This design comes from an exercise in tuning for small area, a short achievable clock period and few clock cycles per item on the open sky130 flow, not from production work.
Function was checked by simulation only, so behaviour that the tests miss may differ from the original.
The clock port is modelled as an ideal driver, which makes a skipped or thinned clock tree look cheaper than it is; a real chip needs a root buffer or a tree.
Power and IR drop assume default switching activity.

== job 101 ==
==> flow/design.v <==
package mfcc_delta_pkg;
    localparam int CEP_DATA_WIDTH = 16;
    localparam int NUM_CEP        = 13;
    localparam int DELTA_WIN      = 5;
    localparam logic [2:0] LAST_SLOT = 3'(DELTA_WIN - 1);
    localparam logic [2:0] WIN_FULL  = 3'(DELTA_WIN);
    typedef enum logic {
        FILL    = 1'b0,
        COMPUTE = 1'b1
    } state_t;
    function automatic logic [2:0] slot_sub(input logic [2:0] slot, input logic [2:0] off);
        logic [3:0] s;
        s = {1'b0, slot} + 4'd5 - {1'b0, off};
        if (s >= 4'd5) begin
            s = s - 4'd5;
        end
        slot_sub = s[2:0];
    endfunction
    function automatic logic [2:0] slot_inc(input logic [2:0] slot);
        slot_inc = (slot == LAST_SLOT) ? 3'd0 : slot + 3'd1;
    endfunction
endpackage
module delta_coef_index_cnt #(
    parameter int WIDTH = 7
) (
    input  logic             clk,
    input  logic             rst_n,
    input  logic             clr_i,
    input  logic             en_i,
    input  logic [WIDTH-1:0] limit_i,
    output logic [WIDTH-1:0] out_o,
    output logic             over_o
);
    logic [WIDTH-1:0] cnt_q;
    logic [WIDTH-1:0] cnt_d;
    assign over_o = (cnt_q == limit_i);
    assign out_o  = cnt_q;
    always_comb begin
        cnt_d = cnt_q;
        if (clr_i) begin
            cnt_d = '0;
        end else if (en_i) begin
            cnt_d = over_o ? '0 : cnt_q + WIDTH'(1);
        end
    end
    always_ff @(posedge clk or negedge rst_n) begin
        if (!rst_n) begin
            cnt_q <= '0;
        end else begin
            cnt_q <= cnt_d;
        end
    end
endmodule
module delta_cep_window_calc #(
    parameter int DATA_WIDTH = mfcc_delta_pkg::CEP_DATA_WIDTH,
    parameter int NUM_CEP    = mfcc_delta_pkg::NUM_CEP,
    parameter int IDX_WIDTH  = 7,
    parameter int OUT_WIDTH  = DATA_WIDTH + 3
) (
    input  logic                  clk,
    input  logic                  rst_n,
    input  logic                  clear,
    input  logic                  cep_in_valid,
    input  logic [DATA_WIDTH-1:0] cep_in_data,
    output logic                  cep_in_ready,
    output logic                  delta_valid,
    output logic [OUT_WIDTH-1:0]  delta_data,
    output logic [IDX_WIDTH-1:0]  delta_idx,
    output logic                  delta_frame_end
);
    localparam int RING = 4 * NUM_CEP;           
    localparam int HALF = RING / 2;              
    localparam int SW   = $clog2(RING);
    localparam int KW   = $clog2(NUM_CEP);
    localparam logic [SW-1:0] SLOT_A = SW'(RING - 2);    
    localparam logic [SW-1:0] SLOT_B = SW'(HALF - 2);    
    logic [DATA_WIDTH-1:0] ring_q [RING];
    logic [DATA_WIDTH-1:0] in_data_q;
    logic                  ins_a_q, ins_b_q;    
    logic                  ready_q;
    logic [SW-1:0]         slot_q, slot_d;      
    logic                  xfer;
    logic [KW-1:0]         k_q;
    logic [2:0]            frames_q;            
    logic                  ins;
    logic signed [OUT_WIDTH-1:0] delta_calc;
    logic                  delta_valid_q;
    logic [OUT_WIDTH-1:0]  delta_data_q;
    logic [KW-1:0]         delta_idx_q;
    logic                  delta_frame_end_q;
    assign xfer = cep_in_valid & ready_q & ~clear;
    assign slot_d = xfer ? slot_q : ((slot_q == SW'(RING - 1)) ? '0 : slot_q + SW'(1));
    always_ff @(posedge clk or negedge rst_n) begin
        if (!rst_n) begin
            slot_q  <= SLOT_A;
            ready_q <= 1'b1;
            ins_a_q <= 1'b0;
            ins_b_q <= 1'b0;
        end else begin
            slot_q  <= slot_d;
            ready_q <= (slot_d == SLOT_A) | (slot_d == SLOT_B);
            ins_a_q <= xfer & (slot_q == SLOT_A);
            ins_b_q <= xfer & (slot_q == SLOT_B);
        end
    end
    always_ff @(posedge clk) begin
        in_data_q <= cep_in_data;
    end
    always_ff @(posedge clk) begin
        for (int p = 0; p < RING; p++) begin
            if (p == 0)
                ring_q[p] <= ins_a_q ? in_data_q : ring_q[RING-1];
            else if (p == HALF)
                ring_q[p] <= ins_b_q ? in_data_q : ring_q[p-1];
            else
                ring_q[p] <= ring_q[p-1];
        end
    end
    logic signed [DATA_WIDTH-1:0] c_p2, c_p1, c_m1, c_m2;
    assign c_p2 = in_data_q;
    assign c_p1 = ins_b_q ? ring_q[HALF + NUM_CEP - 1] : ring_q[NUM_CEP - 1];
    assign c_m1 = ins_b_q ? ring_q[NUM_CEP - 1]        : ring_q[HALF + NUM_CEP - 1];
    assign c_m2 = ins_b_q ? ring_q[HALF - 1]           : ring_q[RING - 1];
    assign delta_calc = (OUT_WIDTH'(c_p1) - OUT_WIDTH'(c_m1))
                      + ((OUT_WIDTH'(c_p2) - OUT_WIDTH'(c_m2)) <<< 1);
    assign ins = (ins_a_q | ins_b_q) & ~clear;
    always_ff @(posedge clk or negedge rst_n) begin
        if (!rst_n) begin
            k_q           <= '0;
            frames_q      <= '0;
            delta_valid_q <= 1'b0;
        end else begin
            delta_valid_q <= ins & frames_q[2];
            if (clear) begin
                k_q      <= '0;
                frames_q <= '0;
            end else if (ins) begin
                if (k_q == KW'(NUM_CEP - 1)) begin
                    k_q <= '0;
                    if (!frames_q[2]) frames_q <= frames_q + 3'd1;
                end else begin
                    k_q <= k_q + KW'(1);
                end
            end
        end
    end
    always_ff @(posedge clk) begin
        delta_data_q      <= delta_calc;
        delta_idx_q       <= k_q;
        delta_frame_end_q <= (k_q == KW'(NUM_CEP - 1));
    end
    assign cep_in_ready    = ready_q;
    assign delta_valid     = delta_valid_q;
    assign delta_data      = delta_data_q;
    assign delta_idx       = IDX_WIDTH'(delta_idx_q);
    assign delta_frame_end = delta_frame_end_q;
endmodule
export LEC_CHECK = 0
export ABC_CLOCK_PERIOD_IN_PS = 3000
export CAP_MARGIN = 20
export CORE_MARGIN = 2
export CORE_UTILIZATION = 40
export CTS_BUF_LIST = sky130_fd_sc_hd__clkbuf_4 sky130_fd_sc_hd__clkbuf_8
export SLEW_MARGIN = 20
create_clock -name core_clock -period 11.0 [get_ports {clk}]
run.sh (not shown) runs the stock make flow with config.mk's settings and CLKGATE_MAP_FILE= SYNTH_SCRIPT=/design/flow/synth_recipe.tcl, a recipe that flattens the netlist after the stock synthesis.
Job 101 completed end to end with timing, DRC and antenna clean.
Testbench counts of job 101, summed over its fixed seeds: cycles 5,008, items 4,576.
Input changes introduced in job 102 (baseline for comparison: job 101):
- CTS_BUF_LIST removed (was sky130_fd_sc_hd__clkbuf_4 sky130_fd_sc_hd__clkbuf_8)
- Diff job 101 -> job 102: first-pass GRT wire length went down 3.1%; met1 capacity usage during global routing held; worst setup slack went down 0.0092 ns.
- Comparing job 101 and job 102, register share of the cell area is lower on job 102.
- The core utilization of job 102 and that of job 101 are within noise of each other.
- Compared with job 101, in job 102 final instance area shows no meaningful change, final cell count shows a reduction of 78, met3 global-route usage shows a reduction of 1.0 points, hold slack shows an increase of 0.0054 ns, post-layout minimum cycle time shows an increase of 0.0092 ns.
- Any difference in reported combinational group power between job 102 and job 101 is small enough to ignore.

========
Another version of the RTL of delta_cep_window_calc (not shown whole).
For scale: about 890 flip-flops, roughly 0.020 mm² of cells after synthesis.
==> flow/config.mk <==
export PLATFORM = sky130hd
export DESIGN_NAME = delta_cep_window_calc
export DESIGN_NICKNAME = delta_cep_window_calc
export VERILOG_FILES = /design/flow/design.v
export SDC_FILE = /design/flow/constraint.sdc
export NUM_CORES = 4
export LEC_CHECK = 0
export CAP_MARGIN = 20
export CORE_MARGIN = 2
export CORE_UTILIZATION = 40
export SLEW_MARGIN = 20
==> flow/constraint.sdc <==
create_clock -name core_clock -period 11.0 [get_ports {clk}]
set_input_delay 2.2000 -clock core_clock [delete_from_list [all_inputs] [get_ports {clk}]]
set_output_delay 2.2000 -clock core_clock [all_outputs]
set_load 0.01 [all_outputs]
standard.sh (not shown) runs the stock make flow with config.mk's settings and CLKGATE_MAP_FILE= SYNTH_SCRIPT=/design/flow/synth_recipe.tcl, a recipe that flattens the netlist after the stock synthesis.
==> flow/flow/run.sh <==
#!/bin/bash
set -euo pipefail
cd "$(dirname "$0")/.."
export CTS_ARGS="-sink_clustering_enable -repair_clock_nets -dont_use_dummy_load -buf_list {sky130_fd_sc_hd__clkbuf_4 sky130_fd_sc_hd__clkbuf_8 sky130_fd_sc_hd__clkbuf_16}"
export BUFFER_PORTS_ARGS="-buffer_cell sky130_fd_sc_hd__buf_2"
export SETUP_SLACK_MARGIN=7.3
bash standard.sh > make.log 2>&1
Testbench counts at the start, summed over its fixed seeds: cycles 5,016, items 4,576.
Change:
==> flow/flow/run.sh (replaced) <==
#!/bin/bash
set -euo pipefail
cd "$(dirname "$0")/.."
export CTS_ARGS="-sink_clustering_enable -repair_clock_nets -dont_use_dummy_load -sink_clustering_size 34 -sink_clustering_max_diameter 90 -buf_list {sky130_fd_sc_hd__clkbuf_8 sky130_fd_sc_hd__clkbuf_16}"
export BUFFER_PORTS_ARGS="-buffer_cell sky130_fd_sc_hd__buf_2"
export SETUP_SLACK_MARGIN=8.1
bash standard.sh cts > make_cts.log 2>&1
CTS_ODB="$PWD/orfs/results/$FLOW_PLATFORM/delta_cep_window_calc/base/4_cts.odb" CLK_PORT=clk \
  openroad -no_init -exit flow/unroot.tcl > unroot.log 2>&1
bash standard.sh > make.log 2>&1
==> flow/flow/unroot.tcl (new file) <==
# After CTS: if the clock port drives a single root clock buffer whose output feeds at most
# MAX_DIRECT cells, drive those cells from the port directly and remove the root buffer.
set max_direct 4
set odb_file $::env(CTS_ODB)
read_db $odb_file
set block [ord::get_db_block]
set clknet [[$block findBTerm $::env(CLK_PORT)] getNet]
set iterms [$clknet getITerms]
if {[llength $iterms] != 1} {
  puts "unroot: clock port drives [llength $iterms] pins, left as is"
} else {
  set it [lindex $iterms 0]
  set inst [$it getInst]
  set master [[$inst getMaster] getName]
  set xt [$inst findITerm X]
  if {![string match "sky130_fd_sc_hd__clkbuf_*" $master] || $xt eq "NULL" || $xt eq ""} {
    puts "unroot: root cell $master is not a clock buffer, left as is"
  } else {
    set out [$xt getNet]
    set loads {}
    foreach l [$out getITerms] {
      if {[[$l getInst] getName] ne [$inst getName]} { lappend loads $l }
    }
    if {[llength $loads] > $max_direct} {
      puts "unroot: root buffer drives [llength $loads] pins, left as is"
    } else {
      puts "unroot: removing [$inst getName] ($master), port now drives [llength $loads] pins"
      foreach l $loads { $l disconnect; $l connect $clknet }
      $it disconnect
      $xt disconnect
      odb::dbInst_destroy $inst
      odb::dbNet_destroy $out
    }
  }
}
write_db $odb_file
--- a/flow/config.mk
+++ b/flow/config.mk
@@ -10 +10,2 @@
-export CORE_UTILIZATION = 40
+export CORE_UTILIZATION = 70
+export PLACE_DENSITY = 0.78
Effect: Power falls by 15%. Worst setup slack is better by 0.16 ns. Hold slack is worse by 0.045 ns. Design area falls by about 4%.
Change:
--- a/flow/flow/run.sh
+++ b/flow/flow/run.sh
@@ -6,4 +6 @@
-export SETUP_SLACK_MARGIN=8.1
-bash standard.sh cts > make_cts.log 2>&1
-CTS_ODB="$PWD/orfs/results/$FLOW_PLATFORM/delta_cep_window_calc/base/4_cts.odb" CLK_PORT=clk \
-  openroad -no_init -exit flow/unroot.tcl > unroot.log 2>&1
+export SETUP_SLACK_MARGIN=7.3
--- a/flow/config.mk
+++ b/flow/config.mk
@@ -10,2 +10 @@
-export CORE_UTILIZATION = 70
-export PLACE_DENSITY = 0.78
+export CORE_UTILIZATION = 40
removed: flow/flow/unroot.tcl
Outcome: The new run produced a clean layout. Worst hold slack improves by 0.036 ns. Maximum frequency is lower by 5.5%. Cell area goes down by 1.3%. Utilization goes down by 34 points. Clock-buffer cell count rises by 1. Die area increases by 73%. Clock power hardly moves. Total power shrinks by 1.5%.

========
Setup of build 53:
delta_cep_window_calc again, from the RTL that the note above started with.
## delta_cep_window_calc
module delta_cep_window_calc #(
    parameter int DATA_WIDTH = mfcc_delta_pkg::CEP_DATA_WIDTH,
    parameter int NUM_CEP    = mfcc_delta_pkg::NUM_CEP,
    parameter int IDX_WIDTH  = 7,
    parameter int OUT_WIDTH  = DATA_WIDTH + 3
) (
    input  logic                  clk,
    input  logic                  rst_n,
    input  logic                  clear,
    input  logic                  cep_in_valid,
    input  logic [DATA_WIDTH-1:0] cep_in_data,
    output logic                  cep_in_ready,
    output logic                  delta_valid,
    output logic [OUT_WIDTH-1:0]  delta_data,
    output logic [IDX_WIDTH-1:0]  delta_idx,
    output logic                  delta_frame_end
);
Settings: LEC_CHECK=0, CAP_MARGIN=20, CORE_MARGIN=2, CORE_UTILIZATION=70, PLACE_DENSITY=0.78, SLEW_MARGIN=20; clock period 11.0 ns.
==> flow/flow/run.sh <==
#!/bin/bash
set -euo pipefail
cd "$(dirname "$0")/.."
export CTS_ARGS="-sink_clustering_enable -repair_clock_nets -dont_use_dummy_load -sink_clustering_size 36 -sink_clustering_max_diameter 95 -buf_list {sky130_fd_sc_hd__clkbuf_8 sky130_fd_sc_hd__clkbuf_16}"
export BUFFER_PORTS_ARGS="-buffer_cell sky130_fd_sc_hd__buf_1"
export SETUP_SLACK_MARGIN=7.8
bash standard.sh cts > make_cts.log 2>&1
CTS_ODB="$PWD/orfs/results/$FLOW_PLATFORM/delta_cep_window_calc/base/4_cts.odb" CLK_PORT=clk \
  openroad -no_init -exit flow/unroot.tcl > unroot.log 2>&1
bash standard.sh > make.log 2>&1
==> flow/flow/unroot.tcl <==
# After CTS: if the clock port drives a single root clock buffer whose output feeds at most
# MAX_DIRECT cells, drive those cells from the port directly and remove the root buffer.
set max_direct 4
set odb_file $::env(CTS_ODB)
read_db $odb_file
set block [ord::get_db_block]
set clknet [[$block findBTerm $::env(CLK_PORT)] getNet]
set iterms [$clknet getITerms]
if {[llength $iterms] != 1} {
  puts "unroot: clock port drives [llength $iterms] pins, left as is"
} else {
  set it [lindex $iterms 0]
  set inst [$it getInst]
  set master [[$inst getMaster] getName]
  set xt [$inst findITerm X]
  if {![string match "sky130_fd_sc_hd__clkbuf_*" $master] || $xt eq "NULL" || $xt eq ""} {
    puts "unroot: root cell $master is not a clock buffer, left as is"
  } else {
    set out [$xt getNet]
    set loads {}
    foreach l [$out getITerms] {
      if {[[$l getInst] getName] ne [$inst getName]} { lappend loads $l }
    }
    if {[llength $loads] > $max_direct} {
      puts "unroot: root buffer drives [llength $loads] pins, left as is"
    } else {
      puts "unroot: removing [$inst getName] ($master), port now drives [llength $loads] pins"
      foreach l $loads { $l disconnect; $l connect $clknet }
      $it disconnect
      $xt disconnect
      odb::dbInst_destroy $inst
      odb::dbNet_destroy $out
    }
  }
}
write_db $odb_file
Build 53 reached the end of the flow, and the finished layout is clean on the timing, design-rule and antenna checks.
Testbench counts of build 53, summed over its fixed seeds: cycles 5,016, items 4,576.
### build 53 -> build 87
Settings: PLACE_DENSITY: 0.78 -> unset; CORE_UTILIZATION: 70 -> 55.
==> flow/flow/run.sh <==
#!/bin/bash
set -euo pipefail
cd "$(dirname "$0")/.."
export CTS_ARGS="-sink_clustering_enable -repair_clock_nets -dont_use_dummy_load -sink_clustering_size 34 -sink_clustering_max_diameter 90 -buf_list {sky130_fd_sc_hd__clkbuf_8 sky130_fd_sc_hd__clkbuf_16}"
export BUFFER_PORTS_ARGS="-buffer_cell sky130_fd_sc_hd__buf_2"
export SETUP_SLACK_MARGIN=7.8
bash standard.sh > make.log 2>&1
removed: flow/flow/unroot.tcl
### Flow results
As of build 87, footprint of the multi-input gates had fallen slightly compared to build 53. Between build 53 and build 87, floorplan die height increased. Global routing usage summed across all routing layers in build 87 is 4.7 points below build 53. Against build 53, build 87 comes in 0.43 ns lower on measured slew at the worst slew-check pin. Comparing build 53 and build 87, the higher worst-case hold slack was measured on build 53. Looking at number of clock buffers in the layout, build 87 sits above build 53. Die area, build 53 and build 87: higher on build 87.
Changes in build 34 relative to build 87:
Settings: putting PLACE_DENSITY at 0.78 where nothing was set; swapping 55 for 70 in CORE_UTILIZATION.
==> flow/flow/run.sh <==
#!/bin/bash
set -euo pipefail
cd "$(dirname "$0")/.."
export CTS_ARGS="-sink_clustering_enable -repair_clock_nets -dont_use_dummy_load -sink_clustering_size 36 -sink_clustering_max_diameter 95 -buf_list {sky130_fd_sc_hd__clkbuf_8 sky130_fd_sc_hd__clkbuf_16}"
export BUFFER_PORTS_ARGS="-buffer_cell sky130_fd_sc_hd__buf_1"
export SETUP_SLACK_MARGIN=7.8
bash standard.sh > make.log 2>&1
Results
Build 34 has completed all stages; timing, DRC and antenna checks passed. Die area in build 34 is about 20% below build 87. Highest achievable clock rate, build 34 vs build 87: up slightly. Build 34 ended with less setup slack after placement than build 87. Design area ends up lower on build 34. Non-clock buffer count, build 34 and build 87, lower one = build 87. On wire length after detailed routing, build 34 does worse than build 87. Looking at critical path endpoint, the cep_in_ready result is from build 87; the delta_data[8] one comes from build 34.
Here is what was changed in the inputs of build 36 compared with build 34.
Settings: PLACE_DENSITY no longer set, was 0.78; CORE_UTILIZATION now 40, was 70.
==> flow/flow/run.sh <==
#!/bin/bash
set -euo pipefail
cd "$(dirname "$0")/.."
export CTS_ARGS="-sink_clustering_enable -repair_clock_nets -dont_use_dummy_load -sink_clustering_size 34 -sink_clustering_max_diameter 90 -buf_list {sky130_fd_sc_hd__clkbuf_8 sky130_fd_sc_hd__clkbuf_16}"
export BUFFER_PORTS_ARGS="-buffer_cell sky130_fd_sc_hd__buf_2"
export SETUP_SLACK_MARGIN=7.8
bash standard.sh > make.log 2>&1
--- outcome ---
Summary: with build 34 as the reference, final design instance area without fill in build 36 moved up by a few percent. Build 36 vs build 34, die area went up by about 70%. Summary of build 36 over build 34: met2 track demand over resource lower; period utilization grew by 0.25 points.
Edits applied to the flow inputs when going from build 36 to build 50:
Settings: an added PLACE_DENSITY of 0.78; a change of CORE_UTILIZATION from 40 to 70.
-- flow/flow/run.sh --
<<< build 36, line 7
>>> build 50, line 7
bash standard.sh cts > make_cts.log 2>&1
CTS_ODB="$PWD/orfs/results/$FLOW_PLATFORM/delta_cep_window_calc/base/4_cts.odb" CLK_PORT=clk \
  openroad -no_init -exit flow/unroot.tcl > unroot.log 2>&1
==> flow/flow/unroot.tcl (new file) <==
# After CTS: if the clock port drives a single root clock buffer whose output feeds at most
# MAX_DIRECT cells, drive those cells from the port directly and remove the root buffer.
set max_direct 4
set odb_file $::env(CTS_ODB)
read_db $odb_file
set block [ord::get_db_block]
set clknet [[$block findBTerm $::env(CLK_PORT)] getNet]
set iterms [$clknet getITerms]
if {[llength $iterms] != 1} {
  puts "unroot: clock port drives [llength $iterms] pins, left as is"
} else {
  set it [lindex $iterms 0]
  set inst [$it getInst]
  set master [[$inst getMaster] getName]
  set xt [$inst findITerm X]
  if {![string match "sky130_fd_sc_hd__clkbuf_*" $master] || $xt eq "NULL" || $xt eq ""} {
    puts "unroot: root cell $master is not a clock buffer, left as is"
  } else {
    set out [$xt getNet]
    set loads {}
    foreach l [$out getITerms] {
      if {[[$l getInst] getName] ne [$inst getName]} { lappend loads $l }
    }
    if {[llength $loads] > $max_direct} {
      puts "unroot: root buffer drives [llength $loads] pins, left as is"
    } else {
      puts "unroot: removing [$inst getName] ($master), port now drives [llength $loads] pins"
      foreach l $loads { $l disconnect; $l connect $clknet }
      $it disconnect
      $xt disconnect
      odb::dbInst_destroy $inst
      odb::dbNet_destroy $out
    }
  }
}
write_db $odb_file
Findings:
Compared with build 36, build 50 shows a power that is about 1% lower. Delta (build 50 minus build 36): largest stage delay on the critical path closely matched the old numbers, met1 usage increased by 11 points relative to the old numbers, minimum period implied by the final worst setup slack decreased by 0.15 ns relative to the old numbers. Of build 36 and build 50, build 50 shows the lower reported clock group power, with build 36 above it. Routed wirelength normalized by instance count sits higher in build 50 than in build 36. Build 50: final worst slack is 0.15 ns higher than what build 36 reported.

-- afterwards: timing with drivers on the ports --
Ports are ideal in the flow. The routed layouts listed here were re-timed in OpenROAD. Step 1 assumes that a clkbuf_16 drives the clock port and a buf_2 every other input. Step 2 also shifts input and output timing later by t, the mid clock arrival at the registers, as if the neighbouring blocks saw the same clock. Three values: ideal ports, drivers, drivers and shift; two values: the first two.
run | t, ns | slack for setup (ns) | worst data-port slew with drivers (ns) | cell pins on the clock port's net
job 101 | 0.780 | 6.004 / 6.004 / 6.004 | 0.03 | 1
job 102 | 0.662 | 5.994 / 5.994 / 5.994 | 0.03 | 1
the first run of note 2 | 0.618 | 7.643 / 7.590 / 7.376 | 0.04 | 1
the second run of note 2 | 0.488 | 7.804 / 7.739 / 7.647 | 0.06 | 2
the third run of note 2 | 0.641 | 7.619 / 7.565 / 7.413 | 0.03 | 1
build 53 | 0.498 | 7.843 / 7.778 / 7.540 | 0.07 | 2
build 87 | 0.625 | 7.680 / 7.629 / 7.567 | 0.03 | 1
build 34 | 0.619 | 7.715 / 7.663 / 7.408 | 0.07 | 1
build 36 | 0.643 | 7.687 / 7.634 / 7.491 | 0.04 | 1
build 50 | 0.485 | 7.832 / 7.767 / 7.535 | 0.04 | 2
After both steps every run listed still meets setup and hold. For build 34, which loses most, drivers alone change the setup slack by -0.052 ns; drivers and shift together by -0.307 ns.
